Source: an optimization exercise on an open RTL-to-GDS flow (aim: small area, a short achievable clock period and few clock cycles per item). Production flows keep margins and buffers that such runs may drop.
No functional check of the RTL was part of any run shown here.
Power figures rest on the tool's default switching activity, not on a simulated workload.

## flow/design.v (module list and top-level ports; edited modules follow where they fit)
// module mac_fa: 10 lines
// module mac_ha: 9 lines
// module wallace_mac: 2000 lines
module wallace_mac (
    input  wire        clk,
    input  wire        arst_n,
    input  wire        req,
    output logic       ack,
    input  wire [15:0] a,
    input  wire [15:0] b,
    input  wire [31:0] acc,
    input  wire        cin,
    output logic [32:0] result
);
  // ...
==> flow/flow/run.sh <==
#!/bin/bash
# The standard layout (the standard.sh: ORFS synthesis and place and route,
# unchanged), except that the port buffers that global placement inserts on
# every input and output use a plain buffer cell rather than the delay cell
# the resizer would pick by default.
set -euo pipefail
export BUFFER_PORTS_ARGS="-buffer_cell ${PORT_BUFFER:-sky130_fd_sc_hd__buf_2}"
bash standard.sh > standard_flow.log 2>&1
==> flow/standard.sh <==
#!/bin/bash
# synth_recipe.tcl (not shown) runs the flow's synth.tcl, then flattens the netlist and writes it again
# the make line also repeats each setting of config.mk as NAME=value (left out here)
make -C /OpenROAD-flow-scripts/flow DESIGN_CONFIG=/design/flow/config.mk WORK_HOME=/design/flow/orfs CLKGATE_MAP_FILE= SYNTH_SCRIPT=/design/flow/synth_recipe.tcl "${@:-finish}"
==> flow/config.mk <==
export PLATFORM = sky130hd
export DESIGN_NAME = wallace_mac
export DESIGN_NICKNAME = wallace_mac
export VERILOG_FILES = /design/flow/design.v
export SDC_FILE = /design/flow/constraint.sdc
export NUM_CORES = 4
export LEC_CHECK = 0
export CAP_MARGIN = 20
export CORE_MARGIN = 2
export CORE_UTILIZATION = 40
export CTS_BUF_LIST = sky130_fd_sc_hd__clkbuf_8
export SETUP_SLACK_MARGIN = 2.0
export SLEW_MARGIN = 20
export SYNTH_HIERARCHICAL = 1
export SYNTH_MINIMUM_KEEP_SIZE = 0
==> flow/constraint.sdc <==
create_clock -name core_clock -period 6.0 [get_ports {clk}]
set_input_delay 1.2000 -clock core_clock [delete_from_list [all_inputs] [get_ports {clk}]]
set_output_delay 1.2000 -clock core_clock [all_outputs]
set_load 0.01 [all_outputs]
==> summary.txt, run 1 <==
* Run status: timing/DRC/antenna clean
* Pleak at 4.09 nW
* Slew headroom at 0.568
* Most frequent cells in the layout: 263 x nand2_1, 234 x fa_1, 90 x buf_2, 76 x dfxtp_1, 45 x inv_1
* Die Span Y at 156 µm
* Int Power at 0.00392 W
* Crit path DAT at 3.55 ns
* Async S/R FF share, synth at 0.0122
* Crit-path cells: fa_1, fa_1, ha_4, nand4_1, a31o_4, a31oi_4, a41o_4, buf_4, a21oi_4, a21oi_2, xnor2_1, buf_2
* GPL Wtd Cong at 0.873
* Seq Cell Count at 82
* Max H-tree Level at 3
* Gr ovfl total at 0
* Combinational power at 0.00581 W
* Diodes inserted at 2
* Flop+latch power at 0.000970 W
* Met2 WL at 11.1 mm
* Signal buffers at 114
* Share of the synthesized area in the top cell type at 0.526
* Final-report hold violation count at 0
* Initial core utilization at 0.409
* Fraction of area in multi-input gates at 0.708
* EDFF count, synth at 0
* Crit. path cell count at 12
* Tap cells at 285
* GRT met2 Usage at 0.334
* RSZ-0062 raised after global routing: true
* Hold bufs inserted after CTS at 0
* Final #Nets at 1251
* Hold Slack at 0.573 ns
* Crit path required time at 4.80 ns
* Total power at 0.00717 W
* Pin count of the biggest net entering global routing at 17
* Slowest-stage cell, CP: fa_1
* Inverters at 44
* Grt met1 use at 0.256
* Multiplexer share of the synthesized area at 0
* Clkbuf count at 12
* Core ar. at 0.0227 mm²
* Rows at 55
* CTS max path bufs at 2
* Dpl ws at 1.60 ns
* Pwr dens at 694 mW/mm²
* Initial DRC Count at 288
* Vias/cell at 4.96
==> run 2: changes to the inputs <==
--- a/flow/design.v
+++ b/flow/design.v
@@ -21,16 +21,24 @@
     input  wire  y,
     input  wire  z,
     output logic s,
     output logic c
 );
     assign s = x ^ y ^ z;
     assign c = (x & y) | (x & z) | (y & z);
 endmodule
+module mac_hai (
+    input  wire  x,
+    input  wire  y,
+    output logic s,
+    output logic c
+);
+    mac_fa u_fa (.x(x), .y(y), .z(1'b1), .s(s), .c(c));
+endmodule
 module mac_ha (
     input  wire  x,
     input  wire  y,
     output logic s,
     output logic c
 );
     assign s = x ^ y;
     assign c = x & y;
@@ -1077,98 +1085,90 @@
     wire s_25;
     wire s_26;
     wire s_27;
     wire s_28;
     wire s_29;
     wire s_30;
     wire s_31;
     wire s_32;
-    logic r_fc_144;
-    logic r_fs_146;
-    logic r_fc_145;
-    logic r_fc_146;
-    logic r_fs_148;
-    logic r_fc_147;
-    logic r_fs_150;
-    logic r_fc_148;
-    logic r_fc_149;
-    logic r_fs_152;
-    logic r_fc_150;
-    logic r_fc_151;
-    logic r_fc_152;
-    logic r_fs_154;
-    logic r_fs_155;
-    logic r_fs_139;
-    logic r_fc_180;
-    logic r_fs_181;
-    logic r_fs_141;
-    logic r_fc_181;
-    logic r_fs_182;
-    logic r_fs_143;
-    logic r_fc_182;
-    logic r_fs_183;
     logic r_fs_145;
     logic r_fc_183;
     logic r_fs_184;
     logic r_fs_147;
     logic r_fc_184;
+    logic r_fs_185;
     logic r_fs_149;
+    logic r_fc_185;
+    logic r_fs_186;
     logic r_fs_151;
+    logic r_fc_186;
+    logic r_fs_187;
     logic r_fs_153;
+    logic r_fc_187;
+    logic r_fs_188;
     logic r_fc_153;
+    logic r_fs_189;
+    logic r_fc_188;
     logic r_fc_155;
     logic r_fs_190;
+    logic r_fc_189;
     logic r_fc_157;
     logic r_fs_191;
     logic r_fc_190;
-    logic r_fs_161;
-    logic r_fs_192;
-    logic r_fc_191;
-    logic r_fc_161;
-    logic r_fs_193;
-    logic r_fc_192;
-    logic r_fc_204;
-    logic r_fs_205;
-    logic r_fc_205;
-    logic r_fs_206;
-    logic r_fc_206;
-    logic r_fs_207;
     logic r_fc_207;
-    logic r_fs_221;
-    logic r_fs_222;
-    logic r_fc_221;
-    logic r_fs_223;
-    logic r_fc_222;
-    logic r_g0_7;
-    logic r_p0_7;
-    logic r_g0_6;
-    logic r_p0_6;
-    logic r_g0_8;
-    logic r_p0_8;
-    logic r_g0_29;
-    logic r_p0_29;
-    logic r_g0_28;
-    logic r_p0_28;
+    logic r_fs_208;
+    logic r_fc_208;
+    logic r_fs_209;
+    logic r_fc_209;
+    logic r_fs_210;
+    logic r_fc_210;
+    logic r_fs_219;
+    logic r_fs_220;
+    logic r_fc_219;
+    logic r_g0_11;
+    logic r_p0_11;
+    logic r_g0_10;
+    logic r_p0_10;
+    logic r_g0_25;
+    logic r_p0_25;
+    logic r_g0_27;
+    logic r_p0_27;
+    logic r_g0_26;
+    logic r_p0_26;
+    logic r_G1_7;
+    logic r_P1_7;
     logic r_G1_5;
     logic r_P1_5;
+    logic r_G1_9;
+    logic r_P1_9;
     logic r_g0_30;
     logic r_p0_30;
+    logic r_G1_29;
+    logic r_P1_29;
     logic r_G1_31;
     logic r_P1_31;
     logic r_G2_3;
     logic r_P2_3;
-    logic r_p0_5;
-    logic r_G3_4;
+    logic r_g0_28;
+    logic r_p0_28;
+    logic r_g0_8;
+    logic r_p0_8;
+    logic r_p0_7;
+    logic r_G3_6;
+    logic r_p0_9;
+    logic r_p0_29;
     logic r_p0_31;
     logic r_s_0;
     logic r_s_1;
     logic r_s_2;
     logic r_s_3;
     logic r_s_4;
+    logic r_s_5;
+    logic r_s_6;
     assign pp_0_0 = ~(a[0] & b[0]);
     assign pp_0_1 = ~(a[0] & b[1]);
     assign pp_0_2 = ~(a[0] & b[2]);
     assign pp_0_3 = ~(a[0] & b[3]);
     assign pp_0_4 = ~(a[0] & b[4]);
     assign pp_0_5 = ~(a[0] & b[5]);
     assign pp_0_6 = ~(a[0] & b[6]);
     assign pp_0_7 = ~(a[0] & b[7]);
@@ -1528,41 +1528,41 @@
     mac_fa u_fa_73 (.x(nacc_5), .y(pp_0_5), .z(pp_1_4), .s(fs_73), .c(fc_73));
     mac_fa u_fa_74 (.x(nacc_6), .y(pp_0_6), .z(pp_1_5), .s(fs_74), .c(fc_74));
     mac_fa u_fa_75 (.x(pp_2_4), .y(pp_3_3), .z(pp_4_2), .s(fs_75), .c(fc_75));
     mac_fa u_fa_76 (.x(nacc_7), .y(pp_0_7), .z(pp_1_6), .s(fs_76), .c(fc_76));
     mac_fa u_fa_77 (.x(pp_2_5), .y(pp_3_4), .z(pp_4_3), .s(fs_77), .c(fc_77));
     mac_fa u_fa_78 (.x(pp_5_2), .y(pp_6_1), .z(pp_7_0), .s(fs_78), .c(fc_78));
     mac_fa u_fa_79 (.x(pp_2_6), .y(pp_3_5), .z(pp_4_4), .s(fs_79), .c(fc_79));
     mac_fa u_fa_80 (.x(pp_5_3), .y(pp_6_2), .z(pp_7_1), .s(fs_80), .c(fc_80));
-    mac_fa u_ha_1 (.x(pp_8_0), .y(fs_21), .z(1'b1), .s(hs_1), .c(hc_1));
+    mac_hai u_ha_1 (.x(pp_8_0), .y(fs_21), .s(hs_1), .c(hc_1));
     mac_fa u_fa_81 (.x(pp_5_4), .y(pp_6_3), .z(pp_7_2), .s(fs_81), .c(fc_81));
     mac_fa u_fa_82 (.x(pp_8_1), .y(pp_9_0), .z(fc_21), .s(fs_82), .c(fc_82));
-    mac_fa u_ha_2 (.x(fs_22), .y(fs_23), .z(1'b1), .s(hs_2), .c(hc_2));
+    mac_hai u_ha_2 (.x(fs_22), .y(fs_23), .s(hs_2), .c(hc_2));
     mac_fa u_fa_83 (.x(pp_8_2), .y(pp_9_1), .z(pp_10_0), .s(fs_83), .c(fc_83));
     mac_fa u_fa_84 (.x(fc_22), .y(fc_23), .z(fs_24), .s(fs_84), .c(fc_84));
-    mac_fa u_ha_3 (.x(fs_25), .y(fs_26), .z(1'b1), .s(hs_3), .c(hc_3));
+    mac_hai u_ha_3 (.x(fs_25), .y(fs_26), .s(hs_3), .c(hc_3));
     mac_fa u_fa_85 (.x(pp_11_0), .y(fc_24), .z(fc_25), .s(fs_85), .c(fc_85));
     mac_fa u_fa_86 (.x(fc_26), .y(fs_27), .z(fs_28), .s(fs_86), .c(fc_86));
-    mac_fa u_ha_4 (.x(fs_29), .y(fs_30), .z(1'b1), .s(hs_4), .c(hc_4));
+    mac_hai u_ha_4 (.x(fs_29), .y(fs_30), .s(hs_4), .c(hc_4));
     mac_fa u_fa_87 (.x(fc_27), .y(fc_28), .z(fc_29), .s(fs_87), .c(fc_87));
     mac_fa u_fa_88 (.x(fc_30), .y(fs_31), .z(fs_32), .s(fs_88), .c(fc_88));
-    mac_fa u_ha_5 (.x(fs_33), .y(fs_34), .z(1'b1), .s(hs_5), .c(hc_5));
+    mac_hai u_ha_5 (.x(fs_33), .y(fs_34), .s(hs_5), .c(hc_5));
     mac_fa u_fa_89 (.x(fc_31), .y(fc_32), .z(fc_33), .s(fs_89), .c(fc_89));
     mac_fa u_fa_90 (.x(fs_35), .y(fs_36), .z(fs_37), .s(fs_90), .c(fc_90));
-    mac_fa u_ha_6 (.x(fc_34), .y(fs_38), .z(1'b1), .s(hs_6), .c(hc_6));
+    mac_hai u_ha_6 (.x(fc_34), .y(fs_38), .s(hs_6), .c(hc_6));
     mac_fa u_fa_91 (.x(fc_35), .y(fc_36), .z(fc_37), .s(fs_91), .c(fc_91));
     mac_fa u_fa_92 (.x(fs_39), .y(fs_40), .z(fc_38), .s(fs_92), .c(fc_92));
-    mac_fa u_ha_7 (.x(fs_41), .y(fs_42), .z(1'b1), .s(hs_7), .c(hc_7));
+    mac_hai u_ha_7 (.x(fs_41), .y(fs_42), .s(hs_7), .c(hc_7));
     mac_fa u_fa_93 (.x(fc_39), .y(fc_40), .z(fs_43), .s(fs_93), .c(fc_93));
     mac_fa u_fa_94 (.x(fs_44), .y(fc_41), .z(fc_42), .s(fs_94), .c(fc_94));
-    mac_fa u_ha_8 (.x(fs_45), .y(fs_46), .z(1'b1), .s(hs_8), .c(hc_8));
+    mac_hai u_ha_8 (.x(fs_45), .y(fs_46), .s(hs_8), .c(hc_8));
     mac_fa u_fa_95 (.x(fc_43), .y(fs_47), .z(fc_44), .s(fs_95), .c(fc_95));
     mac_fa u_fa_96 (.x(fc_45), .y(fc_46), .z(fs_48), .s(fs_96), .c(fc_96));
-    mac_fa u_ha_9 (.x(fs_49), .y(fs_50), .z(1'b1), .s(hs_9), .c(hc_9));
+    mac_hai u_ha_9 (.x(fs_49), .y(fs_50), .s(hs_9), .c(hc_9));
     mac_fa u_fa_97 (.x(fc_47), .y(fs_51), .z(fs_52), .s(fs_97), .c(fc_97));
     mac_fa u_fa_98 (.x(fs_17), .y(fc_48), .z(fc_49), .s(fs_98), .c(fc_98));
     mac_fa u_fa_99 (.x(fc_50), .y(fs_53), .z(fs_54), .s(fs_99), .c(fc_99));
     mac_fa u_fa_100 (.x(fc_51), .y(fc_52), .z(fs_55), .s(fs_100), .c(fc_100));
     mac_fa u_fa_101 (.x(fs_56), .y(fs_19), .z(fs_57), .s(fs_101), .c(fc_101));
     mac_fa u_fa_102 (.x(fc_53), .y(fc_54), .z(fs_58), .s(fs_102), .c(fc_102));
     mac_fa u_fa_103 (.x(fc_55), .y(fc_56), .z(fs_59), .s(fs_103), .c(fc_103));
     mac_fa u_fa_104 (.x(fs_60), .y(fs_61), .z(fs_20), .s(fs_104), .c(fc_104));
@@ -1584,21 +1584,21 @@
     mac_fa u_fa_120 (.x(pp_14_10), .y(pp_15_9), .z(fc_72), .s(fs_120), .c(fc_120));
     mac_fa u_fa_121 (.x(nacc_25), .y(pp_10_15), .z(pp_11_14), .s(fs_121), .c(fc_121));
     mac_fa u_fa_122 (.x(pp_12_13), .y(pp_13_12), .z(pp_14_11), .s(fs_122), .c(fc_122));
     mac_fa u_fa_123 (.x(nacc_26), .y(pp_11_15), .z(pp_12_14), .s(fs_123), .c(fc_123));
     mac_fa u_fa_124 (.x(nacc_3), .y(pp_0_3), .z(pp_1_2), .s(fs_124), .c(fc_124));
     mac_fa u_fa_125 (.x(nacc_4), .y(pp_0_4), .z(pp_1_3), .s(fs_125), .c(fc_125));
     mac_fa u_fa_126 (.x(pp_2_2), .y(pp_3_1), .z(pp_4_0), .s(fs_126), .c(fc_126));
     mac_fa u_fa_127 (.x(pp_2_3), .y(pp_3_2), .z(pp_4_1), .s(fs_127), .c(fc_127));
-    mac_fa u_ha_10 (.x(pp_5_0), .y(fs_73), .z(1'b1), .s(hs_10), .c(hc_10));
+    mac_hai u_ha_10 (.x(pp_5_0), .y(fs_73), .s(hs_10), .c(hc_10));
     mac_fa u_fa_128 (.x(pp_5_1), .y(pp_6_0), .z(fc_73), .s(fs_128), .c(fc_128));
-    mac_fa u_ha_11 (.x(fs_74), .y(fs_75), .z(1'b1), .s(hs_11), .c(hc_11));
+    mac_hai u_ha_11 (.x(fs_74), .y(fs_75), .s(hs_11), .c(hc_11));
     mac_fa u_fa_129 (.x(fc_74), .y(fc_75), .z(fs_76), .s(fs_129), .c(fc_129));
-    mac_fa u_ha_12 (.x(fs_77), .y(fs_78), .z(1'b1), .s(hs_12), .c(hc_12));
+    mac_hai u_ha_12 (.x(fs_77), .y(fs_78), .s(hs_12), .c(hc_12));
     mac_fa u_fa_130 (.x(fc_76), .y(fc_77), .z(fc_78), .s(fs_130), .c(fc_130));
     mac_fa u_fa_131 (.x(fs_79), .y(fs_80), .z(hs_1), .s(fs_131), .c(fc_131));
     mac_fa u_fa_132 (.x(fc_79), .y(fc_80), .z(fs_81), .s(fs_132), .c(fc_132));
     mac_fa u_fa_133 (.x(hc_1), .y(hs_2), .z(fs_82), .s(fs_133), .c(fc_133));
     mac_fa u_fa_134 (.x(fc_81), .y(fs_83), .z(hc_2), .s(fs_134), .c(fc_134));
     mac_fa u_fa_135 (.x(hs_3), .y(fc_82), .z(fs_84), .s(fs_135), .c(fc_135));
     mac_fa u_fa_136 (.x(fc_83), .y(hc_3), .z(hs_4), .s(fs_136), .c(fc_136));
     mac_fa u_fa_137 (.x(fc_84), .y(fs_85), .z(fs_86), .s(fs_137), .c(fc_137));
@@ -1644,37 +1644,47 @@
     mac_fa u_fa_177 (.x(hc_12), .y(fc_129), .z(fs_130), .s(fs_177), .c(fc_177));
     mac_fa u_fa_178 (.x(fc_130), .y(fs_132), .z(fc_131), .s(fs_178), .c(fc_178));
     mac_fa u_fa_179 (.x(fc_132), .y(fs_134), .z(fc_133), .s(fs_179), .c(fc_179));
     mac_fa u_fa_180 (.x(fc_134), .y(fs_136), .z(fc_135), .s(fs_180), .c(fc_180));
     mac_fa u_fa_181 (.x(fc_136), .y(fc_137), .z(fs_138), .s(fs_181), .c(fc_181));
     mac_fa u_fa_182 (.x(fc_138), .y(fs_140), .z(fc_139), .s(fs_182), .c(fc_182));
     mac_fa u_fa_183 (.x(fc_140), .y(fs_142), .z(fc_141), .s(fs_183), .c(fc_183));
     mac_fa u_fa_184 (.x(fc_142), .y(fs_144), .z(fc_143), .s(fs_184), .c(fc_184));
+    mac_fa u_fa_185 (.x(fc_144), .y(fs_146), .z(fc_145), .s(fs_185), .c(fc_185));
+    mac_fa u_fa_186 (.x(fc_146), .y(fs_148), .z(fc_147), .s(fs_186), .c(fc_186));
+    mac_fa u_fa_187 (.x(fs_150), .y(fc_148), .z(fc_149), .s(fs_187), .c(fc_187));
+    mac_fa u_fa_188 (.x(fs_152), .y(fc_150), .z(fc_151), .s(fs_188), .c(fc_188));
+    mac_fa u_fa_189 (.x(fc_152), .y(fs_154), .z(fs_155), .s(fs_189), .c(fc_189));
     mac_fa u_fa_190 (.x(fc_154), .y(fs_156), .z(fs_157), .s(fs_190), .c(fc_190));
     mac_fa u_fa_191 (.x(fs_158), .y(fc_156), .z(fs_159), .s(fs_191), .c(fc_191));
     mac_fa u_fa_192 (.x(fs_160), .y(fc_158), .z(fc_159), .s(fs_192), .c(fc_192));
     mac_fa u_fa_193 (.x(fc_160), .y(fs_162), .z(fs_163), .s(fs_193), .c(fc_193));
     mac_fa u_fa_194 (.x(fc_162), .y(fs_164), .z(fs_165), .s(fs_194), .c(fc_194));
     mac_fa u_fa_195 (.x(fs_166), .y(fc_164), .z(fs_167), .s(fs_195), .c(fc_195));
     mac_fa u_fa_196 (.x(fc_166), .y(fs_168), .z(fs_169), .s(fs_196), .c(fc_196));
     mac_fa u_fa_197 (.x(pp_15_13), .y(fc_168), .z(fs_170), .s(fs_197), .c(fc_197));
     mac_fa u_fa_198 (.x(nacc_29), .y(pp_14_15), .z(pp_15_14), .s(fs_198), .c(fc_198));
     mac_fa u_fa_199 (.x(nacc_0), .y(ncin), .z(pp_0_0), .s(fs_199), .c(fc_199));
     mac_fa u_fa_200 (.x(nacc_1), .y(pp_0_1), .z(pp_1_0), .s(fs_200), .c(fc_200));
-    mac_fa u_ha_13 (.x(pp_2_0), .y(fs_171), .z(1'b1), .s(hs_13), .c(hc_13));
-    mac_fa u_ha_14 (.x(fc_171), .y(fs_172), .z(1'b1), .s(hs_14), .c(hc_14));
-    mac_fa u_ha_15 (.x(fc_172), .y(fs_173), .z(1'b1), .s(hs_15), .c(hc_15));
+    mac_hai u_ha_13 (.x(pp_2_0), .y(fs_171), .s(hs_13), .c(hc_13));
+    mac_hai u_ha_14 (.x(fc_171), .y(fs_172), .s(hs_14), .c(hc_14));
+    mac_hai u_ha_15 (.x(fc_172), .y(fs_173), .s(hs_15), .c(hc_15));
     mac_fa u_fa_201 (.x(hs_10), .y(fc_173), .z(fs_174), .s(fs_201), .c(fc_201));
     mac_fa u_fa_202 (.x(fs_128), .y(fc_174), .z(fs_175), .s(fs_202), .c(fc_202));
     mac_fa u_fa_203 (.x(fs_129), .y(fc_175), .z(fs_176), .s(fs_203), .c(fc_203));
     mac_fa u_fa_204 (.x(fs_131), .y(fc_176), .z(fs_177), .s(fs_204), .c(fc_204));
     mac_fa u_fa_205 (.x(fs_133), .y(fc_177), .z(fs_178), .s(fs_205), .c(fc_205));
     mac_fa u_fa_206 (.x(fs_135), .y(fc_178), .z(fs_179), .s(fs_206), .c(fc_206));
     mac_fa u_fa_207 (.x(fs_137), .y(fc_179), .z(fs_180), .s(fs_207), .c(fc_207));
+    mac_fa u_fa_208 (.x(fs_139), .y(fc_180), .z(fs_181), .s(fs_208), .c(fc_208));
+    mac_fa u_fa_209 (.x(fs_141), .y(fc_181), .z(fs_182), .s(fs_209), .c(fc_209));
+    mac_fa u_fa_210 (.x(fs_143), .y(fc_182), .z(fs_183), .s(fs_210), .c(fc_210));
+    mac_fa u_fa_219 (.x(fs_161), .y(fs_192), .z(fc_191), .s(fs_219), .c(fc_219));
+    mac_fa u_fa_220 (.x(fc_161), .y(fs_193), .z(fc_192), .s(fs_220), .c(fc_220));
     mac_fa u_fa_221 (.x(fc_163), .y(fs_194), .z(fc_193), .s(fs_221), .c(fc_221));
     mac_fa u_fa_222 (.x(fc_165), .y(fs_195), .z(fc_194), .s(fs_222), .c(fc_222));
     mac_fa u_fa_223 (.x(fc_167), .y(fs_196), .z(fc_195), .s(fs_223), .c(fc_223));
     mac_fa u_fa_224 (.x(fc_169), .y(fs_197), .z(fc_196), .s(fs_224), .c(fc_224));
     mac_fa u_fa_225 (.x(fs_198), .y(fc_170), .z(fc_197), .s(fs_225), .c(fc_225));
     mac_fa u_fa_226 (.x(nacc_30), .y(pp_15_15), .z(fc_198), .s(fs_226), .c(fc_226));
     assign p0_0 = ~fs_199;
     assign g0_1 = fc_199 & fs_200;
@@ -1688,239 +1698,223 @@
     assign g0_5 = hc_15 & fs_201;
     assign p0_5 = hc_15 ^ fs_201;
     assign g0_6 = fc_201 & fs_202;
     assign p0_6 = fc_201 ^ fs_202;
     assign g0_7 = fc_202 & fs_203;
     assign p0_7 = fc_202 ^ fs_203;
     assign g0_8 = fc_203 & fs_204;
     assign p0_8 = fc_203 ^ fs_204;
+    assign g0_9 = fc_204 & fs_205;
+    assign p0_9 = fc_204 ^ fs_205;
+    assign g0_10 = fc_205 & fs_206;
+    assign p0_10 = fc_205 ^ fs_206;
+    assign g0_11 = fc_206 & fs_207;
+    assign p0_11 = fc_206 ^ fs_207;
+    assign g0_25 = fs_221 & fc_220;
+    assign p0_25 = fs_221 ^ fc_220;
+    assign g0_26 = fs_222 & fc_221;
+    assign p0_26 = fs_222 ^ fc_221;
+    assign g0_27 = fs_223 & fc_222;
+    assign p0_27 = fs_223 ^ fc_222;
     assign g0_28 = fs_224 & fc_223;
     assign p0_28 = fs_224 ^ fc_223;
     assign g0_29 = fs_225 & fc_224;
     assign p0_29 = fs_225 ^ fc_224;
     assign g0_30 = fs_226 & fc_225;
     assign p0_30 = fs_226 ^ fc_225;
     assign g0_31 = nacc_31 & fc_226;
     assign p0_31 = nacc_31 ^ fc_226;
     assign G1_1 = g0_1 | (p0_1 & 1'b1);
     assign P1_1 = p0_1 & p0_0;
     assign G1_3 = g0_3 | (p0_3 & g0_2);
     assign P1_3 = p0_3 & p0_2;
     assign G1_5 = g0_5 | (p0_5 & g0_4);
     assign P1_5 = p0_5 & p0_4;
+    assign G1_7 = g0_7 | (p0_7 & g0_6);
+    assign P1_7 = p0_7 & p0_6;
+    assign G1_9 = g0_9 | (p0_9 & g0_8);
+    assign P1_9 = p0_9 & p0_8;
+    assign G1_29 = g0_29 | (p0_29 & g0_28);
+    assign P1_29 = p0_29 & p0_28;
     assign G1_31 = g0_31 | (p0_31 & g0_30);
     assign P1_31 = p0_31 & p0_30;
     assign G2_2 = g0_2 | (p0_2 & G1_1);
     assign P2_2 = p0_2 & P1_1;
     assign G2_3 = G1_3 | (P1_3 & G1_1);
     assign P2_3 = P1_3 & P1_1;
+    assign G2_6 = g0_6 | (p0_6 & G1_5);
+    assign P2_6 = p0_6 & P1_5;
     assign G3_4 = g0_4 | (p0_4 & G2_3);
     assign P3_4 = p0_4 & P2_3;
+    assign G3_5 = G1_5 | (P1_5 & G2_3);
+    assign P3_5 = P1_5 & P2_3;
+    assign G3_6 = G2_6 | (P2_6 & G2_3);
+    assign P3_6 = P2_6 & P2_3;
     assign s_0 = ~(p0_0 ^ 1'b1);
     assign s_1 = ~(p0_1 ^ 1'b1);
     assign s_2 = ~(p0_2 ^ G1_1);
     assign s_3 = ~(p0_3 ^ G2_2);
     assign s_4 = ~(p0_4 ^ G2_3);
+    assign s_5 = ~(p0_5 ^ G3_4);
+    assign s_6 = ~(p0_6 ^ G3_5);
     always_ff @(posedge clk) begin
-        r_fc_144 <= fc_144;
-        r_fs_146 <= fs_146;
-        r_fc_145 <= fc_145;
-        r_fc_146 <= fc_146;
-        r_fs_148 <= fs_148;
-        r_fc_147 <= fc_147;
-        r_fs_150 <= fs_150;
-        r_fc_148 <= fc_148;
-        r_fc_149 <= fc_149;
-        r_fs_152 <= fs_152;
-        r_fc_150 <= fc_150;
-        r_fc_151 <= fc_151;
-        r_fc_152 <= fc_152;
-        r_fs_154 <= fs_154;
-        r_fs_155 <= fs_155;
-        r_fs_139 <= fs_139;
-        r_fc_180 <= fc_180;
-        r_fs_181 <= fs_181;
-        r_fs_141 <= fs_141;
-        r_fc_181 <= fc_181;
-        r_fs_182 <= fs_182;
-        r_fs_143 <= fs_143;
-        r_fc_182 <= fc_182;
-        r_fs_183 <= fs_183;
         r_fs_145 <= fs_145;
         r_fc_183 <= fc_183;
         r_fs_184 <= fs_184;
         r_fs_147 <= fs_147;
         r_fc_184 <= fc_184;
+        r_fs_185 <= fs_185;
         r_fs_149 <= fs_149;
+        r_fc_185 <= fc_185;
+        r_fs_186 <= fs_186;
         r_fs_151 <= fs_151;
+        r_fc_186 <= fc_186;
+        r_fs_187 <= fs_187;
         r_fs_153 <= fs_153;
+        r_fc_187 <= fc_187;
+        r_fs_188 <= fs_188;
         r_fc_153 <= fc_153;
+        r_fs_189 <= fs_189;
+        r_fc_188 <= fc_188;
         r_fc_155 <= fc_155;
         r_fs_190 <= fs_190;
+        r_fc_189 <= fc_189;
         r_fc_157 <= fc_157;
         r_fs_191 <= fs_191;
         r_fc_190 <= fc_190;
-        r_fs_161 <= fs_161;
-        r_fs_192 <= fs_192;
-        r_fc_191 <= fc_191;
-        r_fc_161 <= fc_161;
-        r_fs_193 <= fs_193;
-        r_fc_192 <= fc_192;
-        r_fc_204 <= fc_204;
-        r_fs_205 <= fs_205;
-        r_fc_205 <= fc_205;
-        r_fs_206 <= fs_206;
-        r_fc_206 <= fc_206;
-        r_fs_207 <= fs_207;
         r_fc_207 <= fc_207;
-        r_fs_221 <= fs_221;
-        r_fs_222 <= fs_222;
-        r_fc_221 <= fc_221;
-        r_fs_223 <= fs_223;
-        r_fc_222 <= fc_222;
-        r_g0_7 <= g0_7;
-        r_p0_7 <= p0_7;
-        r_g0_6 <= g0_6;
-        r_p0_6 <= p0_6;
-        r_g0_8 <= g0_8;
-        r_p0_8 <= p0_8;
-        r_g0_29 <= g0_29;
-        r_p0_29 <= p0_29;
-        r_g0_28 <= g0_28;
-        r_p0_28 <= p0_28;
+        r_fs_208 <= fs_208;
+        r_fc_208 <= fc_208;
+        r_fs_209 <= fs_209;
+        r_fc_209 <= fc_209;
+        r_fs_210 <= fs_210;
+        r_fc_210 <= fc_210;
+        r_fs_219 <= fs_219;
+        r_fs_220 <= fs_220;
+        r_fc_219 <= fc_219;
+        r_g0_11 <= g0_11;
+        r_p0_11 <= p0_11;
+        r_g0_10 <= g0_10;
+        r_p0_10 <= p0_10;
+        r_g0_25 <= g0_25;
+        r_p0_25 <= p0_25;
+        r_g0_27 <= g0_27;
+        r_p0_27 <= p0_27;
+        r_g0_26 <= g0_26;
+        r_p0_26 <= p0_26;
+        r_G1_7 <= G1_7;
+        r_P1_7 <= P1_7;
         r_G1_5 <= G1_5;
         r_P1_5 <= P1_5;
+        r_G1_9 <= G1_9;
+        r_P1_9 <= P1_9;
         r_g0_30 <= g0_30;
         r_p0_30 <= p0_30;
+        r_G1_29 <= G1_29;
+        r_P1_29 <= P1_29;
         r_G1_31 <= G1_31;
         r_P1_31 <= P1_31;
         r_G2_3 <= G2_3;
         r_P2_3 <= P2_3;
-        r_p0_5 <= p0_5;
-        r_G3_4 <= G3_4;
+        r_g0_28 <= g0_28;
+        r_p0_28 <= p0_28;
+        r_g0_8 <= g0_8;
+        r_p0_8 <= p0_8;
+        r_p0_7 <= p0_7;
+        r_G3_6 <= G3_6;
+        r_p0_9 <= p0_9;
+        r_p0_29 <= p0_29;
         r_p0_31 <= p0_31;
         r_s_0 <= s_0;
         r_s_1 <= s_1;
         r_s_2 <= s_2;
         r_s_3 <= s_3;
         r_s_4 <= s_4;
+        r_s_5 <= s_5;
+        r_s_6 <= s_6;
     end
-    mac_fa u_fa_185 (.x(r_fc_144), .y(r_fs_146), .z(r_fc_145), .s(fs_185), .c(fc_185));
-    mac_fa u_fa_186 (.x(r_fc_146), .y(r_fs_148), .z(r_fc_147), .s(fs_186), .c(fc_186));
-    mac_fa u_fa_187 (.x(r_fs_150), .y(r_fc_148), .z(r_fc_149), .s(fs_187), .c(fc_187));
-    mac_fa u_fa_188 (.x(r_fs_152), .y(r_fc_150), .z(r_fc_151), .s(fs_188), .c(fc_188));
-    mac_fa u_fa_189 (.x(r_fc_152), .y(r_fs_154), .z(r_fs_155), .s(fs_189), .c(fc_189));
-    mac_fa u_fa_208 (.x(r_fs_139), .y(r_fc_180), .z(r_fs_181), .s(fs_208), .c(fc_208));
-    mac_fa u_fa_209 (.x(r_fs_141), .y(r_fc_181), .z(r_fs_182), .s(fs_209), .c(fc_209));
-    mac_fa u_fa_210 (.x(r_fs_143), .y(r_fc_182), .z(r_fs_183), .s(fs_210), .c(fc_210));
     mac_fa u_fa_211 (.x(r_fs_145), .y(r_fc_183), .z(r_fs_184), .s(fs_211), .c(fc_211));
-    mac_fa u_fa_212 (.x(r_fs_147), .y(r_fc_184), .z(fs_185), .s(fs_212), .c(fc_212));
-    mac_fa u_fa_213 (.x(r_fs_149), .y(fc_185), .z(fs_186), .s(fs_213), .c(fc_213));
-    mac_fa u_fa_214 (.x(r_fs_151), .y(fc_186), .z(fs_187), .s(fs_214), .c(fc_214));
-    mac_fa u_fa_215 (.x(r_fs_153), .y(fc_187), .z(fs_188), .s(fs_215), .c(fc_215));
-    mac_fa u_fa_216 (.x(r_fc_153), .y(fs_189), .z(fc_188), .s(fs_216), .c(fc_216));
-    mac_fa u_fa_217 (.x(r_fc_155), .y(r_fs_190), .z(fc_189), .s(fs_217), .c(fc_217));
+    mac_fa u_fa_212 (.x(r_fs_147), .y(r_fc_184), .z(r_fs_185), .s(fs_212), .c(fc_212));
+    mac_fa u_fa_213 (.x(r_fs_149), .y(r_fc_185), .z(r_fs_186), .s(fs_213), .c(fc_213));
+    mac_fa u_fa_214 (.x(r_fs_151), .y(r_fc_186), .z(r_fs_187), .s(fs_214), .c(fc_214));
+    mac_fa u_fa_215 (.x(r_fs_153), .y(r_fc_187), .z(r_fs_188), .s(fs_215), .c(fc_215));
+    mac_fa u_fa_216 (.x(r_fc_153), .y(r_fs_189), .z(r_fc_188), .s(fs_216), .c(fc_216));
+    mac_fa u_fa_217 (.x(r_fc_155), .y(r_fs_190), .z(r_fc_189), .s(fs_217), .c(fc_217));
     mac_fa u_fa_218 (.x(r_fc_157), .y(r_fs_191), .z(r_fc_190), .s(fs_218), .c(fc_218));
-    mac_fa u_fa_219 (.x(r_fs_161), .y(r_fs_192), .z(r_fc_191), .s(fs_219), .c(fc_219));
-    mac_fa u_fa_220 (.x(r_fc_161), .y(r_fs_193), .z(r_fc_192), .s(fs_220), .c(fc_220));
-    assign g0_9 = r_fc_204 & r_fs_205;
-    assign p0_9 = r_fc_204 ^ r_fs_205;
-    assign g0_10 = r_fc_205 & r_fs_206;
-    assign p0_10 = r_fc_205 ^ r_fs_206;
-    assign g0_11 = r_fc_206 & r_fs_207;
-    assign p0_11 = r_fc_206 ^ r_fs_207;
-    assign g0_12 = r_fc_207 & fs_208;
-    assign p0_12 = r_fc_207 ^ fs_208;
-    assign g0_13 = fc_208 & fs_209;
-    assign p0_13 = fc_208 ^ fs_209;
-    assign g0_14 = fc_209 & fs_210;
-    assign p0_14 = fc_209 ^ fs_210;
-    assign g0_15 = fc_210 & fs_211;
-    assign p0_15 = fc_210 ^ fs_211;
+    assign g0_12 = r_fc_207 & r_fs_208;
+    assign p0_12 = r_fc_207 ^ r_fs_208;
+    assign g0_13 = r_fc_208 & r_fs_209;
+    assign p0_13 = r_fc_208 ^ r_fs_209;
+    assign g0_14 = r_fc_209 & r_fs_210;
+    assign p0_14 = r_fc_209 ^ r_fs_210;
+    assign g0_15 = r_fc_210 & fs_211;
+    assign p0_15 = r_fc_210 ^ fs_211;
     assign g0_16 = fc_211 & fs_212;
     assign p0_16 = fc_211 ^ fs_212;
     assign g0_17 = fc_212 & fs_213;
     assign p0_17 = fc_212 ^ fs_213;
     assign g0_18 = fc_213 & fs_214;
     assign p0_18 = fc_213 ^ fs_214;
     assign g0_19 = fc_214 & fs_215;
     assign p0_19 = fc_214 ^ fs_215;
     assign g0_20 = fs_216 & fc_215;
     assign p0_20 = fs_216 ^ fc_215;
     assign g0_21 = fs_217 & fc_216;
     assign p0_21 = fs_217 ^ fc_216;
     assign g0_22 = fs_218 & fc_217;
     assign p0_22 = fs_218 ^ fc_217;
-    assign g0_23 = fs_219 & fc_218;
-    assign p0_23 = fs_219 ^ fc_218;
-    assign g0_24 = fs_220 & fc_219;
-    assign p0_24 = fs_220 ^ fc_219;
-    assign g0_25 = r_fs_221 & fc_220;
-    assign p0_25 = r_fs_221 ^ fc_220;
-    assign g0_26 = r_fs_222 & r_fc_221;
-    assign p0_26 = r_fs_222 ^ r_fc_221;
-    assign g0_27 = r_fs_223 & r_fc_222;
-    assign p0_27 = r_fs_223 ^ r_fc_222;
-    assign G1_7 = r_g0_7 | (r_p0_7 & r_g0_6);
-    assign P1_7 = r_p0_7 & r_p0_6;
-    assign G1_9 = g0_9 | (p0_9 & r_g0_8);
-    assign P1_9 = p0_9 & r_p0_8;
-    assign G1_11 = g0_11 | (p0_11 & g0_10);
-    assign P1_11 = p0_11 & p0_10;
+    assign g0_23 = r_fs_219 & fc_218;
+    assign p0_23 = r_fs_219 ^ fc_218;
+    assign g0_24 = r_fs_220 & r_fc_219;
+    assign p0_24 = r_fs_220 ^ r_fc_219;
+    assign G1_11 = r_g0_11 | (r_p0_11 & r_g0_10);
+    assign P1_11 = r_p0_11 & r_p0_10;
     assign G1_13 = g0_13 | (p0_13 & g0_12);
     assign P1_13 = p0_13 & p0_12;
     assign G1_15 = g0_15 | (p0_15 & g0_14);
     assign P1_15 = p0_15 & p0_14;
     assign G1_17 = g0_17 | (p0_17 & g0_16);
     assign P1_17 = p0_17 & p0_16;
     assign G1_19 = g0_19 | (p0_19 & g0_18);
     assign P1_19 = p0_19 & p0_18;
     assign G1_21 = g0_21 | (p0_21 & g0_20);
     assign P1_21 = p0_21 & p0_20;
     assign G1_23 = g0_23 | (p0_23 & g0_22);
     assign P1_23 = p0_23 & p0_22;
-    assign G1_25 = g0_25 | (p0_25 & g0_24);
-    assign P1_25 = p0_25 & p0_24;
-    assign G1_27 = g0_27 | (p0_27 & g0_26);
-    assign P1_27 = p0_27 & p0_26;
-    assign G1_29 = r_g0_29 | (r_p0_29 & r_g0_28);
-    assign P1_29 = r_p0_29 & r_p0_28;
-    assign G2_6 = r_g0_6 | (r_p0_6 & r_G1_5);
-    assign P2_6 = r_p0_6 & r_P1_5;
-    assign G2_7 = G1_7 | (P1_7 & r_G1_5);
-    assign P2_7 = P1_7 & r_P1_5;
-    assign G2_10 = g0_10 | (p0_10 & G1_9);
-    assign P2_10 = p0_10 & P1_9;
-    assign G2_11 = G1_11 | (P1_11 & G1_9);
-    assign P2_11 = P1_11 & P1_9;
+    assign G1_25 = r_g0_25 | (r_p0_25 & g0_24);
+    assign P1_25 = r_p0_25 & p0_24;
+    assign G1_27 = r_g0_27 | (r_p0_27 & r_g0_26);
+    assign P1_27 = r_p0_27 & r_p0_26;
+    assign G2_7 = r_G1_7 | (r_P1_7 & r_G1_5);
+    assign P2_7 = r_P1_7 & r_P1_5;
+    assign G2_10 = r_g0_10 | (r_p0_10 & r_G1_9);
+    assign P2_10 = r_p0_10 & r_P1_9;
+    assign G2_11 = G1_11 | (P1_11 & r_G1_9);
+    assign P2_11 = P1_11 & r_P1_9;
     assign G2_14 = g0_14 | (p0_14 & G1_13);
     assign P2_14 = p0_14 & P1_13;
     assign G2_15 = G1_15 | (P1_15 & G1_13);
     assign P2_15 = P1_15 & P1_13;
     assign G2_18 = g0_18 | (p0_18 & G1_17);
     assign P2_18 = p0_18 & P1_17;
     assign G2_19 = G1_19 | (P1_19 & G1_17);
     assign P2_19 = P1_19 & P1_17;
     assign G2_22 = g0_22 | (p0_22 & G1_21);
     assign P2_22 = p0_22 & P1_21;
     assign G2_23 = G1_23 | (P1_23 & G1_21);
     assign P2_23 = P1_23 & P1_21;
-    assign G2_26 = g0_26 | (p0_26 & G1_25);
-    assign P2_26 = p0_26 & P1_25;
+    assign G2_26 = r_g0_26 | (r_p0_26 & G1_25);
+    assign P2_26 = r_p0_26 & P1_25;
     assign G2_27 = G1_27 | (P1_27 & G1_25);
     assign P2_27 = P1_27 & P1_25;
-    assign G2_30 = r_g0_30 | (r_p0_30 & G1_29);
-    assign P2_30 = r_p0_30 & P1_29;
-    assign G2_31 = r_G1_31 | (r_P1_31 & G1_29);
-    assign P2_31 = r_P1_31 & P1_29;
-    assign G3_5 = r_G1_5 | (r_P1_5 & r_G2_3);
-    assign P3_5 = r_P1_5 & r_P2_3;
-    assign G3_6 = G2_6 | (P2_6 & r_G2_3);
-    assign P3_6 = P2_6 & r_P2_3;
+    assign G2_30 = r_g0_30 | (r_p0_30 & r_G1_29);
+    assign P2_30 = r_p0_30 & r_P1_29;
+    assign G2_31 = r_G1_31 | (r_P1_31 & r_G1_29);
+    assign P2_31 = r_P1_31 & r_P1_29;
     assign G3_7 = G2_7 | (P2_7 & r_G2_3);
     assign P3_7 = P2_7 & r_P2_3;
     assign G3_12 = g0_12 | (p0_12 & G2_11);
     assign P3_12 = p0_12 & P2_11;
     assign G3_13 = G1_13 | (P1_13 & G2_11);
     assign P3_13 = P1_13 & P2_11;
     assign G3_14 = G2_14 | (P2_14 & G2_11);
     assign P3_14 = P2_14 & P2_11;
@@ -1931,26 +1925,26 @@
     assign G3_21 = G1_21 | (P1_21 & G2_19);
     assign P3_21 = P1_21 & P2_19;
     assign G3_22 = G2_22 | (P2_22 & G2_19);
     assign P3_22 = P2_22 & P2_19;
     assign G3_23 = G2_23 | (P2_23 & G2_19);
     assign P3_23 = P2_23 & P2_19;
     assign G3_28 = r_g0_28 | (r_p0_28 & G2_27);
     assign P3_28 = r_p0_28 & P2_27;
-    assign G3_29 = G1_29 | (P1_29 & G2_27);
-    assign P3_29 = P1_29 & P2_27;
+    assign G3_29 = r_G1_29 | (r_P1_29 & G2_27);
+    assign P3_29 = r_P1_29 & P2_27;
     assign G3_30 = G2_30 | (P2_30 & G2_27);
     assign P3_30 = P2_30 & P2_27;
     assign G3_31 = G2_31 | (P2_31 & G2_27);
     assign P3_31 = P2_31 & P2_27;
     assign G4_8 = r_g0_8 | (r_p0_8 & G3_7);
     assign P4_8 = r_p0_8 & P3_7;
-    assign G4_9 = G1_9 | (P1_9 & G3_7);
-    assign P4_9 = P1_9 & P3_7;
+    assign G4_9 = r_G1_9 | (r_P1_9 & G3_7);
+    assign P4_9 = r_P1_9 & P3_7;
     assign G4_10 = G2_10 | (P2_10 & G3_7);
     assign P4_10 = P2_10 & P3_7;
     assign G4_11 = G2_11 | (P2_11 & G3_7);
     assign P4_11 = P2_11 & P3_7;
     assign G4_12 = G3_12 | (P3_12 & G3_7);
     assign P4_12 = P3_12 & P3_7;
     assign G4_13 = G3_13 | (P3_13 & G3_7);
     assign P4_13 = P3_13 & P3_7;
@@ -2003,39 +1997,37 @@
     assign G5_29 = G4_29 | (P4_29 & G4_15);
     assign P5_29 = P4_29 & P4_15;
     assign G5_30 = G4_30 | (P4_30 & G4_15);
     assign P5_30 = P4_30 & P4_15;
     assign G5_31 = G4_31 | (P4_31 & G4_15);
     assign P5_31 = P4_31 & P4_15;
     assign G6_32 = 1'b1 | (1'b0 & G5_31);
     assign P6_32 = 1'b0 & P5_31;
-    assign s_5 = ~(r_p0_5 ^ r_G3_4);
-    assign s_6 = ~(r_p0_6 ^ G3_5);
-    assign s_7 = ~(r_p0_7 ^ G3_6);
+    assign s_7 = ~(r_p0_7 ^ r_G3_6);
     assign s_8 = ~(r_p0_8 ^ G3_7);
-    assign s_9 = ~(p0_9 ^ G4_8);
-    assign s_10 = ~(p0_10 ^ G4_9);
-    assign s_11 = ~(p0_11 ^ G4_10);
+    assign s_9 = ~(r_p0_9 ^ G4_8);
+    assign s_10 = ~(r_p0_10 ^ G4_9);
+    assign s_11 = ~(r_p0_11 ^ G4_10);
     assign s_12 = ~(p0_12 ^ G4_11);
     assign s_13 = ~(p0_13 ^ G4_12);
     assign s_14 = ~(p0_14 ^ G4_13);
     assign s_15 = ~(p0_15 ^ G4_14);
     assign s_16 = ~(p0_16 ^ G4_15);
     assign s_17 = ~(p0_17 ^ G5_16);
     assign s_18 = ~(p0_18 ^ G5_17);
     assign s_19 = ~(p0_19 ^ G5_18);
     assign s_20 = ~(p0_20 ^ G5_19);
     assign s_21 = ~(p0_21 ^ G5_20);
     assign s_22 = ~(p0_22 ^ G5_21);
     assign s_23 = ~(p0_23 ^ G5_22);
     assign s_24 = ~(p0_24 ^ G5_23);
-    assign s_25 = ~(p0_25 ^ G5_24);
-    assign s_26 = ~(p0_26 ^ G5_25);
-    assign s_27 = ~(p0_27 ^ G5_26);
+    assign s_25 = ~(r_p0_25 ^ G5_24);
+    assign s_26 = ~(r_p0_26 ^ G5_25);
+    assign s_27 = ~(r_p0_27 ^ G5_26);
     assign s_28 = ~(r_p0_28 ^ G5_27);
     assign s_29 = ~(r_p0_29 ^ G5_28);
     assign s_30 = ~(r_p0_30 ^ G5_29);
     assign s_31 = ~(r_p0_31 ^ G5_30);
     assign s_32 = ~(1'b0 ^ G5_31);
-    assign result = {s_32, s_31, s_30, s_29, s_28, s_27, s_26, s_25, s_24, s_23, s_22, s_21, s_20, s_19, s_18, s_17, s_16, s_15, s_14, s_13, s_12, s_11, s_10, s_9, s_8, s_7, s_6, s_5, r_s_4, r_s_3, r_s_2, r_s_1, r_s_0};
+    assign result = {s_32, s_31, s_30, s_29, s_28, s_27, s_26, s_25, s_24, s_23, s_22, s_21, s_20, s_19, s_18, s_17, s_16, s_15, s_14, s_13, s_12, s_11, s_10, s_9, s_8, s_7, r_s_6, r_s_5, r_s_4, r_s_3, r_s_2, r_s_1, r_s_0};
 endmodule
 `default_nettype wire
==> flow/run.sh (new file) <==
#!/bin/bash
# synth_recipe.tcl (not shown) runs the flow's synth.tcl, then flattens the netlist and writes it again
# the make line also repeats each setting of config.mk as NAME=value (left out here)
make -C /OpenROAD-flow-scripts/flow DESIGN_CONFIG=/design/flow/config.mk WORK_HOME=/design/flow/orfs CLKGATE_MAP_FILE= SYNTH_SCRIPT=/design/flow/synth_recipe.tcl finish
==> flow/config.mk (replaced) <==
export PLATFORM = sky130hd
export DESIGN_NAME = wallace_mac
export DESIGN_NICKNAME = wallace_mac
export VERILOG_FILES = /design/flow/design.v
export SDC_FILE = /design/flow/constraint.sdc
export NUM_CORES = 4
export LEC_CHECK = 0
export CAP_MARGIN = 20
export CORE_MARGIN = 2
export CORE_UTILIZATION = 40
export SETUP_SLACK_MARGIN = 2.0
export SLEW_MARGIN = 20
export SYNTH_HIERARCHICAL = 1
export SYNTH_MINIMUM_KEEP_SIZE = 0
removed: flow/flow/run.sh
removed: flow/standard.sh
==> run 2 against run 1 <==
Cell area up 12%; synthesized cell count up 0.46%; critical endpoint is now result[30]; sequential cell count down 8; clock-buffer cell count down 2; non-clock buffer count up 63; cell count up 4.2%; critical path type unchanged.
==> summary.txt, run 2 <==
* Run status: timing/DRC/antenna clean
* Post-synth top flop: dfxtp_1
* Share of the synthesized area in the top cell type at 0.532 (+0.00652)
* Comb pwr share at 0.761
* IO Pins at 102
* CTS buffer count at 9
* Diodes inserted at 0 (-2)
* Detailed Place HPWL at 19.1 mm
* Final Cell Area at 0.0115 mm²
* Max H-tree Level at 3 (unchanged)
* Top-count cell post-synth: nand2_1
* Power share of the clock group at 0.090
* Initial antenna violation count at 0
* Area Growth Syn to Fin at 25.7%
* Worst min path class: in2async
* Most frequent cells in the layout: 240 x nand2_1, 195 x fa_1, 71 x dfxtp_1, 56 x buf_4, 49 x fa_2
* Async S/R FF share, synth at 0.0135 (+0.00132)
* Synth top cells by count: 263 x nand2_1, 244 x fa_1, 73 x dfxtp_1, 64 x clkbuf_1, 44 x inv_1
* GRT met2 Usage at 0.369 (+0.0341)
* CTS max path bufs at 2 (unchanged)
* Pleak at 4.57 nW (+12%)
* Max Cap Violations at 0
* Most common cell after layout, fill and taps aside: nand2_1
* Pwr dens at 524 mW/mm² (-24%)
* Syn Inst Count at 869
* Vias/cell at 5.01 (+1.0%)
* Crit path time final at 4.30 ns
* Crit path DAT at 3.10 ns (-0.45 ns)
* Clk root buf: clkbuf_16
* Startpoint types: flip-flop
* CP max FO at 4
* Crit path required time at 4.80 ns (about the same)
* Initial core utilization at 0.407 (-0.00255)
* Netlist Area Pre-Place at 0.00918 mm²
* Vias in the first global route at 7242
* Initial DRC Count at 389 (+35%)
* Routing usage on met3 at 0.0437
* Sum Neg Setup Slack at 0 ns
* GPL Wtd Cong at 0.897 (+2.8%)
* Final worst slack at 1.70 ns
* First drt pass iteration count at 5
* Number of port buffers at 101
* Via count at 6258
* Setup crit end kind: output port
* Sinks on Clock Net at 74
* WL final at 24.0 mm
* Synth warn at 7
* Final-report hold violation count at 0 (unchanged)
* Cell taking the most area after synthesis: fa_1
* Switching Fraction at 0.421
* Largest cells by area after synthesis: fa_1 53%, dfxtp_1 16%, nand2_1 11%
* Placed Area at 0.0104 mm²
* Crit path kind: reg2out
* EDFF count, synth at 0 (unchanged)
* Seq/Total Area, Yosys at 0.162
* Final setup viols at 0
* Ratio of cells with drive above 1 in the final layout at 0.268
* Gr ovfl total at 0 (unchanged)
* Dpl ws at 0.892 ns (-0.706 ns)
* Die Span Y at 155 µm (-0.60%)
* Die width at 155 µm
* Final #Nets at 1304 (+4.2%)
* Tcrit/Tclk final at 0.717
* Grt met1 use at 0.269 (+0.0125)
* Int Power at 0.00350 W (-11%)
* Post-synth cell types at 37
* RSZ-0062 raised after global routing: true
* TritonCTS clock tree: yes
* Total GRT Usage at 0.215
* Sequential power share at 0.149
* Switching Power at 0.00254 W
* Full die area at 0.0242 mm²
* Post-route DRC at 0
* Fmax at 232 MHz
* Rows at 55 (unchanged)
* GRT busiest layer: met2
* Final slew viol count at 0
* Core ar. at 0.0226 mm² (-0.61%)
* Max IR drop VDD at 0.602 mV
* Syn avg cell area at 10.6 µm²
* Pin count of the biggest net entering global routing at 17 (unchanged)
* Wirelength per Cell at 19.2 µm
* First-pass GRT wire length at 39.0 mm
* Antenna-violating nets left at 0
* Register clock-pin slew on the reported worst setup and hold paths at 0.06 ns
* Seq cells post-synth at 74
==> run 2: final cells by class <==
type	instances	area, µm²
Clock buffer	10	239
Multi-Input combinational cell	654	7500
Clock inverter	5	55.1
Fill cell	2032	11000
Tap cell	285	357
Sequential cell	74	1490
Inverter	44	165
Timing Repair Buffer	177	1740
==> run 2: per-layer routing <==
metal,wire length [µm],up-vias
li1,-,2731
met1,9510,3260
met2,12300,230
met3,1540,37
met4,654,0
met5,0,-
==> run 2: power by group through the flow <==
| stage | logic [W] | clock network (W) | registers (W) |
|---|---|---|---|
| after floorplan | 0.00311 | 0 | 0.000877 |
| after global placement | 0.00401 | 0 | 0.000902 |
| after detailed placement | 0.00406 | 0 | 0.000904 |
| after CTS | 0.00434 | 0.000561 | 0.000901 |
| after global routing | 0.00517 | 0.000580 | 0.000931 |
| final | 0.00460 | 0.000545 | 0.000903 |
==> run 2: modules after synthesis (local to each module, per instance) <==
module | cells | flip-flops and latches
wallace_mac | 613 | 74
mac_fa | 1 | 0
mac_hai | 1 | 0
==> run 2: what timing repair did <==
| action | 4_1_cts | 5_1_grt |
|---|---|---|
| cloned | 0 | 0 |
| setup buffers | 36 | 9 |
| gates resized for setup | 329 | 72 |
| hold buffers | 0 | 0 |
| setup endpoints to repair | 81 | 32 |
| pin swaps | 64 | 64 |
==> run 2: kinds of logic (layout without fill, tap and decap cells) <==
kind of cell,count (synthesis),count (layout),synth area share
AOI/OAI and AO/OA,44,44,0.0357
xor gates and xnor gates,23,23,0.0219
adders and majority gates,276,276,0.576
buffers and inverters,141,236,0.0711
DFF,74,74,0.162
other,15,15,0.00613
and+or+nand+nor,296,296,0.127
==> run 2: worst max-delay path: stages (launching register included) <==
cell      delay [ns]
dfxtp_1         0.31
fa_1            0.52
ha_4            0.34
and4_4          0.27
nand2b_4        0.06
o21ai_4         0.19
a31oi_4         0.17
o211ai_1        0.29
buf_4           0.16
a21o_1          0.15
xnor2_1         0.13
buf_2           0.15
==> run 2: how the worst max path moves through the flow <==
stage / slack, ns / end / startpoint
after CTS: 1.66 / result[30] / r_fs_145
after global placement: 0.90 / r_fs_210 / a[3]
after floorplan: 1.79 / r_p0_11 / a[5]
after detailed placement: 0.89 / r_G1_9 / a[1]
final: 1.70 / result[30] / r_fc_185
after global routing: 1.55 / result[30] / r_fc_187
==> run 2: per-stage QoR <==
step | utilization | std cells | hold WS [ns] | power, W
floorplan | - | 869 | 0.904 | 0.00398
global placement | 0.461 | 1189 | 1.35 | 0.00491
detailed placement | 0.461 | 1189 | 1.35 | 0.00496
CTS | 0.498 | 1240 | 0.976 | 0.00580
global route | 0.511 | 1249 | 0.979 | 0.00668
finish | 0.511 | 1249 | 0.986 | 0.00605
==> run 3: changes to the inputs <==
--- a/flow/config.mk
+++ b/flow/config.mk
@@ -10,3 +10,3 @@
 export CORE_UTILIZATION = 40
-export SETUP_SLACK_MARGIN = 2.0
+export SETUP_SLACK_MARGIN = 2.4
 export SLEW_MARGIN = 20
==> run 3 against run 2 <==
Cell count up 1.6%; still clean on timing, DRC and antenna; largest cell class unchanged; fmax increased by 0.91%; critical endpoint unchanged; setup slack gained 0.039 ns; die area did not move; combinational power rose by 3%; critical path depth rose by 2; largest power group unchanged; clock power fell by 3%.
==> summary.txt, run 3 <==
* Run status: timing/DRC/antenna clean
* Synth Area in XOR/XNOR at 0.0219 (unchanged)
* First-pass GRT wire length at 39.3 mm (+0.80%)
* Final #Nets at 1323 (+1.5%)
* CTS buffer count at 9 (unchanged)
* Pin count of the biggest net entering global routing at 17 (unchanged)
* Largest family of logic cells by synthesized area: adder cells
* Vias/cell at 5.03 (+0.37%)
* Final-report hold violation count at 0 (unchanged)
* Fmax at 235 MHz (+0.91%)
* First drt pass iteration count at 5 (unchanged)
* Antenna-violating nets left at 0 (unchanged)
* Post-route DRC at 0 (unchanged)
* Synth Area in Adders at 0.576 (unchanged)
* Register clock-pin slew on the reported worst setup and hold paths at 0.06 ns (about the same)
* Die Span Y at 155 µm (unchanged)
* Power share of the clock group at 0.085 (-0.005)
* CP max FO at 3 (-1)
* Placed cell count at 1193 (+0.34%)
* IO Pins at 102 (unchanged)
* Async S/R FF share, synth at 0.0135 (unchanged)
* Tcrit/Tclk final at 0.711 (-0.00645)
* Largest cells by area after synthesis: fa_1 53%, dfxtp_1 16%, nand2_1 11%
* Vias in the first global route at 7210 (-0.44%)
* Sinks on Clock Net at 74 (unchanged)
* Seq cells post-synth at 74 (unchanged)
* TritonCTS clock tree: yes
* Seq/Total Area, Yosys at 0.162 (unchanged)
* Finished Layout Cells at 1269 (+1.6%)
* Worst min path class: in2async
* Clk root buf: clkbuf_16
* Post-synth cell types at 37 (unchanged)
* Cell taking the most area after synthesis: fa_1
* Switching Fraction at 0.428 (+0.00709)
* Pwr dens at 507 mW/mm² (-3.4%)
* Rows at 55 (unchanged)
* Share of the synthesized area in the top cell type at 0.532 (unchanged)
* Pleak at 4.73 nW (+3.6%)
* Area Growth Syn to Fin at 32.3%
* Post-synth top flop: dfxtp_1
* Top-count cell post-synth: nand2_1
* Max Cap Violations at 0 (unchanged)
* Crit path kind: reg2out
* GPL Wtd Cong at 0.928 (+3.5%)
* Syn avg cell area at 10.6 µm² (unchanged)
* Via count at 6382 (+2.0%)
* Ratio of cells with drive above 1 in the final layout at 0.397 (+0.130)
* Total GRT Usage at 0.218 (+0.00358)
* Crit path required time at 4.80 ns (about the same)
* Number of port buffers at 101 (unchanged)
* Max IR drop VDD at 0.349 mV (-42%)
* Full die area at 0.0242 mm² (unchanged)
* Comb pwr share at 0.767 (+0.006)
* Placed Area at 0.0107 mm² (+3.1%)
* Sum Neg Setup Slack at 0 ns (unchanged)
* Post-Synth Simple-Gate Area at 0.127 (unchanged)
* Setup crit end kind: output port
* Diodes inserted at 0 (unchanged)
* Initial antenna violation count at 0 (unchanged)
* Startpoint types: flip-flop
* Synth warn at 7 (unchanged)
* Hold Slack at 0.988 ns (+0.00123 ns)
* Wirelength per Cell at 19.3 µm (+0.56%)
* Die width at 155 µm (unchanged)
* Netlist Area Pre-Place at 0.00918 mm² (unchanged)
* Initial core utilization at 0.407 (unchanged)
* Most frequent cells in the layout: 210 x nand2_1, 129 x fa_1, 115 x fa_2, 70 x dfxtp_1, 56 x buf_4
* WL final at 24.5 mm (+2.2%)
* Crit path time final at 4.26 ns (-0.0387 ns)
* Critical path endpoint: result[30]
* Multiplexer share of the synthesized area at 0 (unchanged)
* Core ar. at 0.0226 mm² (unchanged)
* Crit path DAT at 3.06 ns (-0.04 ns)
* EDFF count, synth at 0 (unchanged)
* Final Cell Area at 0.0121 mm² (+5.3%)
* CTS max path bufs at 2 (unchanged)
* Hold bufs inserted after CTS at 0 (unchanged)
* Int Power at 0.00352 W (+0.48%)
* RSZ-0062 raised after global routing: true
* Detailed Place HPWL at 19.3 mm (+1.1%)
* Max H-tree Level at 3 (unchanged)
* Sequential power share at 0.147 (-0.002)
* Synth Area in Compound Gates at 0.0357 (unchanged)
* Switching Power at 0.00263 W (+3.4%)
* Final setup viols at 0 (unchanged)
* Final slew viol count at 0 (unchanged)
* Most common cell after layout, fill and taps aside: nand2_1
* Gr ovfl total at 0 (unchanged)
* Synth top cells by count: 263 x nand2_1, 244 x fa_1, 73 x dfxtp_1, 64 x clkbuf_1, 44 x inv_1
* Critical Path Start: r_fs_145
* Syn Inst Count at 869 (unchanged)
* Initial DRC Count at 367 (-5.7%)
-- run 3: power by group through the flow --
stage | clock network [W] | registers (W) | logic [W]
2_1_floorplan | 0 | 0.000879 | 0.00322
3_3_place_gp | 0 | 0.000906 | 0.00414
3_5_place_dp | 0 | 0.000911 | 0.00418
4_1_cts | 0.000545 | 0.000906 | 0.00452
5_1_grt | 0.000565 | 0.000936 | 0.00529
6_report | 0.000526 | 0.000907 | 0.00472
-- run 3: per-module statistics from Yosys, one instance, submodules excluded --
| module | flops+latches | copies in the design | area [µm²] |
|---|---|---|---|
| wallace_mac | 74 | 1 | 4300 |
| mac_fa | 0 | 241 | 20.0 |
| mac_hai | 0 | 15 | 3.75 |
-- run 3: layer usage --
| layer | vias to the layer above | GRT usage | wire length (µm) |
|---|---|---|---|
| li1 | 2778 | - | - |
| met1 | 3288 | 0.291 | 10100 |
| met2 | 267 | 0.351 | 11800 |
| met3 | 49 | 0.0501 | 1850 |
| met4 | 0 | 0.0804 | 769 |
| met5 | - | 0 | 0 |
-- run 3: layout make-up --
cell class,instances,area [µm²]
fill,1953,10400
multi-input combinational,654,7890
timing repair buffer,196,1960
sequential,74,1490
tap,285,357
clock buffer,9,225
inverter,44,165
clock inverter,7,53.8
-- run 3: per-stage QoR --
stage | total power, W | setup slack (ns) | util
after floorplan | 0.00410 | 1.79 | -
after global placement | 0.00504 | 0.861 | 0.476
after detailed placement | 0.00509 | 0.830 | 0.476
after CTS | 0.00597 | 1.65 | 0.526
after global routing | 0.00679 | 1.56 | 0.538
final | 0.00615 | 1.74 | 0.538
-- run 3: how the worst min path moves through the flow --
stage / startpoint / endpoint / slack (ns) / depth (start not counted)
6_report: arst_n / ack / 0.99 / 1
5_1_grt: arst_n / ack / 0.98 / 1
4_1_cts: arst_n / ack / 0.97 / 1
3_5_place_dp: arst_n / ack / 1.35 / 1
3_3_place_gp: arst_n / ack / 1.35 / 1
2_1_floorplan: arst_n / ack / 0.90 / 0
-- run 3: cells by family (layout without fill, tap and decap cells) --
logic type	Yosys count	after routing
adder cells (fa/ha/maj)	276	276
AND/OR/NAND/NOR	296	296
flip-flops	74	74
other	15	15
buffers and inverters	141	256
XOR/XNOR	23	23
AO/OA/AOI/OAI	44	44
-- run 3: timing repair --
action                                  4_1_cts  5_1_grt
setup buffers                                49       11
resized for setup                           423       67
pin swaps                                   127       94
endpoints found under the setup margin       89       66
-- run 3: critical path: stages (launching register included) --
cell      delay [ns]
dfxtp_2         0.32
fa_1            0.52
ha_4            0.19
a211oi_2        0.21
o21ai_2         0.11
a21oi_2         0.18
o21ai_4         0.11
a31oi_4         0.21
buf_6           0.13
o211ai_1        0.08
buf_4           0.17
a21o_1          0.18
xnor2_1         0.16
buf_2           0.16

port drivers added, routing unchanged:
The results above use ideal ports. As a check the final layouts listed here were re-extracted and re-timed, cells and wires unchanged. Step 1 assumes that a clkbuf_16 drives the clock port and a buf_2 every other input. Step 2 also shifts input and output timing later by t, the mid clock arrival at the registers, as if the neighbouring blocks saw the same clock. a / b / c = no drivers / after step 1 / after step 2; a / b = the first two.
| run | t, ns | setup slack, ns | worst setup path after step 2 | worst register clock-pin slew, ns |
|---|---|---|---|---|
| run 1 | 0.407 | 1.253 / 1.216 / 1.624 | register to output | 0.09 / 0.09 |
| run 2 | 0.393 | 1.697 / 1.649 / 1.606 | input to register | 0.06 / 0.06 |
| run 3 | 0.396 | 1.736 / 1.689 / 1.550 | input to register | 0.08 / 0.08 |
After both steps setup and hold are still met in every run listed. For run 3, which loses most, drivers alone change the setup slack by -0.047 ns; drivers and shift together by -0.186 ns.
